What follows belongs to an exercise in optimizing a design on an open flow for small area, a short achievable clock period and few clock cycles; a production flow would make more cautious choices. RTL that was checked went through simulation tests only; none was proved equivalent to the original. Power is estimated from default activity; no workload was simulated.

== red ==
==> flow/design.v (excerpt) <==
module chip8_cpu #(
  parameter int TICK_DIV = 64,
  parameter int STACK_DEPTH = 16
) (
  input wire clk,
  input wire reset,
  input wire mem_req_ready,
  input wire mem_rsp_valid,
  input wire chip8_bus_pkg::data_t mem_rdata,
  output logic mem_req_valid,
  output logic mem_req_write,
  output chip8_bus_pkg::addr_t mem_addr,
  output chip8_bus_pkg::data_t mem_wdata
);
  chip8_isa_pkg::reg_idx_t rd_x_idx;
  chip8_isa_pkg::reg_idx_t rd_y_idx;
  chip8_isa_pkg::reg_idx_t wr_idx;
  chip8_bus_pkg::data_t rd_x_data;
  chip8_bus_pkg::data_t rd_y_data;
  chip8_bus_pkg::data_t v0_data;
  chip8_bus_pkg::data_t wr_data;
  chip8_bus_pkg::data_t timer_value;
  chip8_bus_pkg::data_t timer_load_value;
  chip8_bus_pkg::addr_t stack_top;
  chip8_bus_pkg::addr_t push_addr;
  logic wr_en;
  logic flag_wr_en;
  logic flag_data;
  logic stack_push;
  logic stack_pop;
  logic timer_load;
  chip8_control chip8_control_inst (
    .clk, .reset,
    .mem_req_ready, .mem_rsp_valid, .mem_rdata,
    .rd_x_data, .rd_y_data, .v0_data,
    .stack_top, .timer_value,
  ...
Size in the first run: roughly 2300 cells after synthesis, ~450 flip-flops, roughly 0.025 mm2 of cells after synthesis.
Settings: LEC_CHECK=0, ABC_CLOCK_PERIOD_IN_PS=3000, CAP_MARGIN=20, CORE_MARGIN=2, CORE_UTILIZATION=40, SETUP_SLACK_MARGIN=5, SLEW_MARGIN=20; clock period 10.0 ns.
standard.sh (not shown) runs the stock make flow with config.mk's settings and CLKGATE_MAP_FILE= SYNTH_SCRIPT=/design/flow/synth_recipe.tcl, a recipe that flattens the netlist after the stock synthesis.
==> flow/flow/run.sh <==
#!/bin/bash
# the standard layout, with its timing repair aiming for a larger setup margin
set -euo pipefail
bash standard.sh SETUP_SLACK_MARGIN=6.5 finish > standard.log 2>&1
red ended with every stage complete and zero timing, DRC or antenna violations.
--- input diff red..blue ---
diff --git a/flow/design.v b/flow/design.v
--- a/flow/design.v
+++ b/flow/design.v
@@ -296,14 +296,12 @@
   chip8_bus_pkg::addr_t i_reg;
   logic m_iss;           
   logic [1:0] m_kind;
   logic [3:0] mcnt;      
   logic [3:0] mlast;
   logic l_act;           
-  logic l_pend;          
-  logic kept;            
   logic [3:0] lidx;
   logic inv_a, inv_b, use_kk;    
   logic [3:0] op;
   assign op = hi_q[7:4];
   chip8_bus_pkg::data_t e_data;
   logic e_wr, e_flag, e_flag_en, e_skip;
@@ -392,23 +390,17 @@
   logic [3:0] s_last;
   assign s_kind = lo_store ? MK_STORE : (lo_bcd ? MK_BCD : MK_LOAD);
   assign s_last = lo_bcd ? 4'd2 : hi_q[3:0];
   assign s_go = slot_free & (~lo_load | room);
   assign c_go = slot_free & m_iss & ((m_kind != MK_LOAD) | room);
   assign f_go = slot_free & ~m_iss & ~r_mop & room;
-  logic keep;
-  chip8_bus_pkg::addr_t wr_off;
-  logic wr_hits;
-  assign wr_off = npc_inc - i_reg;
-  assign wr_hits = ~lo_load & (wr_off[11:4] == 8'd0) & (wr_off[3:0] <= s_last);
-  assign keep = (ocnt_a == 2'd1) & ~stalled_rd & ~wr_hits;
   assign a_seq = rq_v ? rq_a + 12'd1 : rq_a;
   always_comb begin
     if (m_iss) a_base = m_first ? i_reg : a_seq;
     else if (e_redir) a_base = bnnn_tgt;
-    else if (use_npc) a_base = kept ? npc_inc : npc;
+    else if (use_npc) a_base = npc;
     else a_base = a_seq;
   end
   always_comb begin
     if (r_ret) a_free = stack_top;
     else if (r_jc) a_free = {hi_q[3:0], mem_rdata};
     else if (r_mop) a_free = i_reg;
@@ -430,13 +422,13 @@
       hi_call <= (mem_rdata[7:4] == chip8_isa_pkg::OP_CALL);
       hi_00 <= (mem_rdata == 8'h00);
       hi_f <= (mem_rdata[7:4] == chip8_isa_pkg::OP_MISC);
       xidx <= mem_rdata[3:0];
     end
     lo_q <= mem_rdata;
-    if (!(m_iss && m_kind == MK_BCD)) opx <= rd_x_data;
+    opx <= rd_x_data;
     opy <= rd_y_data;
     if (r_mop) mlast <= s_last;
     inv_a <= (op == chip8_isa_pkg::OP_ALU) && (mem_rdata[3:0] == 4'h7);
     inv_b <= (op == chip8_isa_pkg::OP_ALU) && (mem_rdata[3:0] == 4'h5);
     use_kk <= (op == chip8_isa_pkg::OP_ADD_IMM);
     if (!l_act) lidx <= '0;
@@ -444,14 +436,12 @@
   end
   always_ff @(posedge clk or posedge reset) begin
     if (reset) begin
       rq_v <= 1'b0;
       ocnt <= '0;
       dcnt <= '0;
-      kept <= 1'b0;
-      l_pend <= 1'b0;
       use_npc <= 1'b1;
       npc <= chip8_bus_pkg::PROGRAM_START;
       half <= 1'b0;
       squash <= 1'b0;
       ir_v <= 1'b0;
       i_reg <= '0;
@@ -461,36 +451,26 @@
       mcnt <= '0;
       l_act <= 1'b0;
     end else begin
       ocnt <= ocnt_a;
       if (redirect) npc <= tgt;
       else if (ib) npc <= npc_inc;
-      if (redirect || (r_mop && !keep)) dcnt <= ocnt_a + {1'b0, stalled_rd};
-      else if (r_mop) dcnt <= 2'd0;
+      if (redirect || r_mop) dcnt <= ocnt_a + {1'b0, stalled_rd};
       else if (rsp && !dzero) dcnt <= dcnt - 2'd1;
-      if (r_mop) kept <= keep;
-      else if (rsp && dzero) kept <= 1'b0;
       if (redirect) half <= 1'b0;
       else if (ib) half <= ~half;
       ir_v <= lo_ok & ~r_redir & ~r_mop;
       if (lo_b) squash <= 1'b0;
       else if (ir_v && e_skip) squash <= 1'b1;
       if (ir_v) begin
         if (op == chip8_isa_pkg::OP_LD_I) i_reg <= {hi_q[3:0], lo_q};
         else if (op == chip8_isa_pkg::OP_MISC && lo_q == chip8_isa_pkg::MISC_ADD_I)
           i_reg <= i_reg + chip8_bus_pkg::addr_t'(opx);
       end
-      if (r_mop) begin
-        l_act <= lo_load & ~keep;
-        l_pend <= lo_load & keep;
-      end else if (rsp && dzero && kept) begin
-        l_act <= l_pend;
-        l_pend <= 1'b0;
-      end else if (ld_rsp && lidx == mlast) begin
-        l_act <= 1'b0;
-      end
+      if (r_mop) l_act <= lo_load;
+      else if (ld_rsp && lidx == mlast) l_act <= 1'b0;
       if (slot_free) rq_v <= r_mop ? s_go : (m_iss ? c_go : room);
       if (r_mop) use_npc <= 1'b1;
       else if (redirect) use_npc <= ~slot_free;
       else if (f_go) use_npc <= 1'b0;
       if (r_mop) begin
         m_kind <= s_kind;
## What came out
Cell-internal power: blue vs red down about 0.55%. blue against red: register-to-register setup slack climbed 0.02 ns; final setup slack of the worst path climbed 0.20 ns; final wirelength dropped 1.4 mm; critical path depth dropped 2. Share of synthesized area spent on multiplexers: red and blue compared, lower one is blue. Global-route track usage on met3 (lower): red. Diff red and blue: count of clock-buffer cells in the layout higher in blue. Compared with red, in blue flip-flop and latch count went down, die area went down, cell count after synthesis went down, design area went down.
No functional check of the RTL was part of any run of this note.

Setup of v30:
Another version of the RTL of chip8_cpu (not shown whole).
Size in the first run: about 450 flip-flops, ~34 I/O pins.
export LEC_CHECK = 0
export ABC_AREA = 1
export ABC_CLOCK_PERIOD_IN_PS = 3000
export CAP_MARGIN = 20
export CORE_MARGIN = 2
export CORE_UTILIZATION = 40
export SETUP_SLACK_MARGIN = 5
export SLEW_MARGIN = 20
create_clock -name core_clock -period 10.0 [get_ports {clk}]
==> flow/flow/run.sh <==
#!/bin/bash
# the standard layout, with its timing repair aiming for a larger setup margin,
# plain buffers on the ports and cell sizing not held to the same footprint
set -euo pipefail
bash standard.sh SETUP_SLACK_MARGIN=6.5 MATCH_CELL_FOOTPRINT=0 "BUFFER_PORTS_ARGS=-buffer_cell sky130_fd_sc_hd__buf_4" finish > standard.log 2>&1
Relative to v30, the following input files were edited for v1:
--- a/flow/design.v
+++ b/flow/design.v
@@ -282,22 +282,17 @@
   chip8_bus_pkg::data_t rq_d;
   logic [1:0] ocnt;      
   logic [1:0] dcnt;      
   logic use_npc;         
   chip8_bus_pkg::addr_t npc;   
   logic half;            
   logic squash;          
   chip8_bus_pkg::data_t hi_q;
-  logic hi_jp, hi_call, hi_00, hi_f, hi_b_op;
-  assign hi_jp = (hi_q[7:4] == chip8_isa_pkg::OP_JP);
-  assign hi_call = (hi_q[7:4] == chip8_isa_pkg::OP_CALL);
-  assign hi_00 = (hi_q == 8'h00);
-  assign hi_f = (hi_q[7:4] == chip8_isa_pkg::OP_MISC);
-  assign hi_b_op = (hi_q[7:4] == chip8_isa_pkg::OP_JP_V0);
+  logic hi_jp, hi_call, hi_00, hi_f;
   chip8_bus_pkg::data_t lo_q;
   logic ir_v;            
   chip8_bus_pkg::data_t opx;
   chip8_bus_pkg::data_t opy;
   chip8_isa_pkg::reg_idx_t xidx;
   chip8_bus_pkg::addr_t i_reg;
   logic m_iss;           
   logic st_q;            
@@ -353,28 +348,26 @@
   assign e_redir = ir_v & (op == chip8_isa_pkg::OP_JP_V0);
   assign redirect = r_redir | e_redir;
   assign acc_rd = rq_v & mem_req_ready & ~rq_w;
   assign slot_free = ~rq_v | mem_req_ready;
   assign stalled_rd = rq_v & ~mem_req_ready & ~rq_w;
   assign ocnt_a = ocnt + {1'b0, acc_rd} - {1'b0, rsp};
   assign room = (ocnt_a != 2'd2);
   assign npc_inc = npc + 12'd1;
-  chip8_bus_pkg::addr_t add_sum;
-  assign add_sum = (hi_b_op ? {hi_q[3:0], lo_q} : i_reg) + chip8_bus_pkg::addr_t'(opx);
-  assign bnnn_tgt = add_sum;
+  assign bnnn_tgt = {hi_q[3:0], lo_q} + chip8_bus_pkg::addr_t'(v0_data);
   always_comb begin
     if (r_ret) tgt = stack_top;
     else if (r_jc) tgt = {hi_q[3:0], mem_rdata};
     else tgt = bnnn_tgt;
   end
   assign push_addr = npc_inc;
   assign stack_push = lo_ok & hi_call;
   assign stack_pop = r_ret;
-  assign rd_x_idx = st_q ? mcnt : (hi_b_op ? 4'd0 : xidx);
+  assign rd_x_idx = st_q ? mcnt : xidx;
   assign rd_y_idx = mem_rdata[7:4];
   assign timer_load_value = opx;
   assign timer_load = ir_v & (op == chip8_isa_pkg::OP_MISC) & (lo_q == chip8_isa_pkg::MISC_SET_DT);
   assign flag_wr_en = ir_v & e_flag_en;
   assign flag_data = e_flag;
   always_comb begin
     if (ld_rsp) begin
       wr_en = 1'b1;
@@ -429,16 +422,20 @@
   always_ff @(posedge clk) begin
     if (slot_free) begin
       rq_w <= r_mop ? ~lo_load : (m_iss & (m_kind != MK_LOAD));
       rq_a <= a_free;
       rq_d <= m_iss ? ((m_kind == MK_BCD) ? bcd_d : rd_x_data) : (mem_rdata[1] ? 8'(h_dig) : v0_data);
     end
     if (hi_b) begin
       hi_q <= mem_rdata;
+      hi_jp <= (mem_rdata[7:4] == chip8_isa_pkg::OP_JP);
+      hi_call <= (mem_rdata[7:4] == chip8_isa_pkg::OP_CALL);
+      hi_00 <= (mem_rdata == 8'h00);
+      hi_f <= (mem_rdata[7:4] == chip8_isa_pkg::OP_MISC);
       xidx <= mem_rdata[3:0];
     end
     lo_q <= mem_rdata;
     if (!(m_iss && m_kind == MK_BCD)) opx <= rd_x_data;
     opy <= rd_y_data;
     if (r_mop) mlast <= s_last;
     inv_a <= (op == chip8_isa_pkg::OP_ALU) && (mem_rdata[3:0] == 4'h7);
     inv_b <= (op == chip8_isa_pkg::OP_ALU) && (mem_rdata[3:0] == 4'h5);
@@ -477,17 +474,17 @@
       if (redirect) half <= 1'b0;
       else if (ib) half <= ~half;
       ir_v <= lo_ok & ~r_redir & ~r_mop;
       if (lo_b) squash <= 1'b0;
       else if (ir_v && e_skip) squash <= 1'b1;
       if (ir_v) begin
         if (op == chip8_isa_pkg::OP_LD_I) i_reg <= {hi_q[3:0], lo_q};
         else if (op == chip8_isa_pkg::OP_MISC && lo_q == chip8_isa_pkg::MISC_ADD_I)
-          i_reg <= add_sum;
+          i_reg <= i_reg + chip8_bus_pkg::addr_t'(opx);
       end
       if (r_mop) begin
         l_act <= lo_load & ~keep;
         l_pend <= lo_load & keep;
       end else if (rsp && dzero && kept) begin
         l_act <= l_pend;
         l_pend <= 1'b0;
       end else if (ld_rsp && lidx == mlast) begin
--- outcome ---
Delta (v1 minus v30): final total power decreased about 2.3%, first-iteration DRC count picked up an extra 43, mean post-synth cell area has decreased, synthesized cell count picked up an extra 2.8%, number of multi-input combinational cells in the layout rose about 2.8%. Across both runs, count of flip-flops and latches was higher for v1 than for v30.
Testbench counts of v1, summed over its fixed seeds: cycles 560,864.
For v30, only the layout was checked, not whether the RTL still works.

Starting RTL as in the previous note.
export LEC_CHECK = 0
export ABC_AREA = 1
export ABC_CLOCK_PERIOD_IN_PS = 3000
export CAP_MARGIN = 20
export CORE_MARGIN = 2
export CORE_UTILIZATION = 40
export CTS_BUF_LIST = sky130_fd_sc_hd__clkbuf_8
export CTS_CLUSTER_DIAMETER = 60
export SETUP_SLACK_MARGIN = 5
export SLEW_MARGIN = 20
create_clock -name core_clock -period 10.0 [get_ports {clk}]
==> flow/flow/run.sh <==
#!/bin/bash
# the standard layout, with its timing repair aiming for a larger setup margin,
# plain buffers on the ports and cell sizing not held to the same footprint
set -euo pipefail
bash standard.sh SETUP_SLACK_MARGIN=6.6 MATCH_CELL_FOOTPRINT=0 "BUFFER_PORTS_ARGS=-buffer_cell sky130_fd_sc_hd__buf_4" finish > standard.log 2>&1
Rerun with:
--- a/flow/design.v
+++ b/flow/design.v
@@ -282,23 +282,18 @@
   chip8_bus_pkg::data_t rq_d;
   logic [1:0] ocnt;      
   logic [1:0] dcnt;      
   logic use_npc;         
   chip8_bus_pkg::addr_t npc;   
   logic half;            
   logic squash;          
   chip8_bus_pkg::data_t hi_q;
   logic hi_jp, hi_call, hi_00, hi_f, hi_b_op;
-  assign hi_jp = (hi_q[7:4] == chip8_isa_pkg::OP_JP);
-  assign hi_call = (hi_q[7:4] == chip8_isa_pkg::OP_CALL);
-  assign hi_00 = (hi_q == 8'h00);
-  assign hi_f = (hi_q[7:4] == chip8_isa_pkg::OP_MISC);
-  assign hi_b_op = (hi_q[7:4] == chip8_isa_pkg::OP_JP_V0);
   chip8_bus_pkg::data_t lo_q;
   logic ir_v;            
   chip8_bus_pkg::data_t opx;
   chip8_bus_pkg::data_t opy;
   chip8_isa_pkg::reg_idx_t xidx;
   chip8_bus_pkg::addr_t i_reg;
   logic m_iss;           
   logic st_q;            
   logic [1:0] m_kind;
@@ -428,18 +423,23 @@
   assign mem_wdata = rq_d;
   always_ff @(posedge clk) begin
     if (slot_free) begin
       rq_w <= r_mop ? ~lo_load : (m_iss & (m_kind != MK_LOAD));
       rq_a <= a_free;
       rq_d <= m_iss ? ((m_kind == MK_BCD) ? bcd_d : rd_x_data) : (mem_rdata[1] ? 8'(h_dig) : v0_data);
     end
     if (hi_b) begin
       hi_q <= mem_rdata;
+      hi_jp <= (mem_rdata[7:4] == chip8_isa_pkg::OP_JP);
+      hi_call <= (mem_rdata[7:4] == chip8_isa_pkg::OP_CALL);
+      hi_00 <= (mem_rdata == 8'h00);
+      hi_f <= (mem_rdata[7:4] == chip8_isa_pkg::OP_MISC);
+      hi_b_op <= (mem_rdata[7:4] == chip8_isa_pkg::OP_JP_V0);
       xidx <= mem_rdata[3:0];
     end
     lo_q <= mem_rdata;
     if (!(m_iss && m_kind == MK_BCD)) opx <= rd_x_data;
     opy <= rd_y_data;
     if (r_mop) mlast <= s_last;
     inv_a <= (op == chip8_isa_pkg::OP_ALU) && (mem_rdata[3:0] == 4'h7);
     inv_b <= (op == chip8_isa_pkg::OP_ALU) && (mem_rdata[3:0] == 4'h5);
     use_kk <= (op == chip8_isa_pkg::OP_ADD_IMM);
Result: Worst hold slack hardly moves. Setup slack improved by 50 ps. Clock skew falls by 19 ps. Clock power stays flat. First-iteration DRC count falls by 0.74%. Cell area falls by 1.9%. Die area rises by 0.30%. Combinational power falls by 15%.
Testbench counts after the change, summed over its fixed seeds: cycles 560,864.
The RTL of the first run of this note was laid out without a check of its function.

afterwards: timing with drivers on the ports:
Ports are ideal in the flow. The routed layouts listed here were re-timed in OpenROAD. Step 1: set_driving_cell puts a clkbuf_16 on clk and a buf_2 on each other input, an assumption about the parent block. Step 2 moves the port delays by t, midway between the first and last clock arrival at a register: inputs arrive t later, outputs are due t later. That takes back most of the time a late clock gives input paths. Three values: ideal, step 1, step 2; two values: the first two.
| run | shift t [ns] | slack for setup (ns) | worst hold slack (ns) | worst register clock-pin slew, ns |
|---|---|---|---|---|
| red | 0.692 | 6.145 / 6.154 / 5.462 | 0.466 / 0.466 / 0.466 | 0.07 / 0.07 |
| blue | 0.666 | 6.342 / 6.345 / 5.679 | 0.460 / 0.460 / 0.460 | 0.07 / 0.07 |
| v30 | 0.659 | 6.439 / 6.436 / 5.777 | 0.468 / 0.468 / 0.468 | 0.07 / 0.07 |
| v1 | 0.670 | 6.479 / 6.475 / 5.843 | 0.470 / 0.470 / 0.470 | 0.07 / 0.07 |
| the first run of note 3 | 0.718 | 6.519 / 6.521 / 5.803 | 0.457 / 0.457 / 0.457 | 0.07 / 0.07 |
| the second run of note 3 | 0.718 | 6.569 / 6.571 / 5.853 | 0.459 / 0.459 / 0.459 | 0.08 / 0.08 |
After both steps every run listed still meets setup and hold.
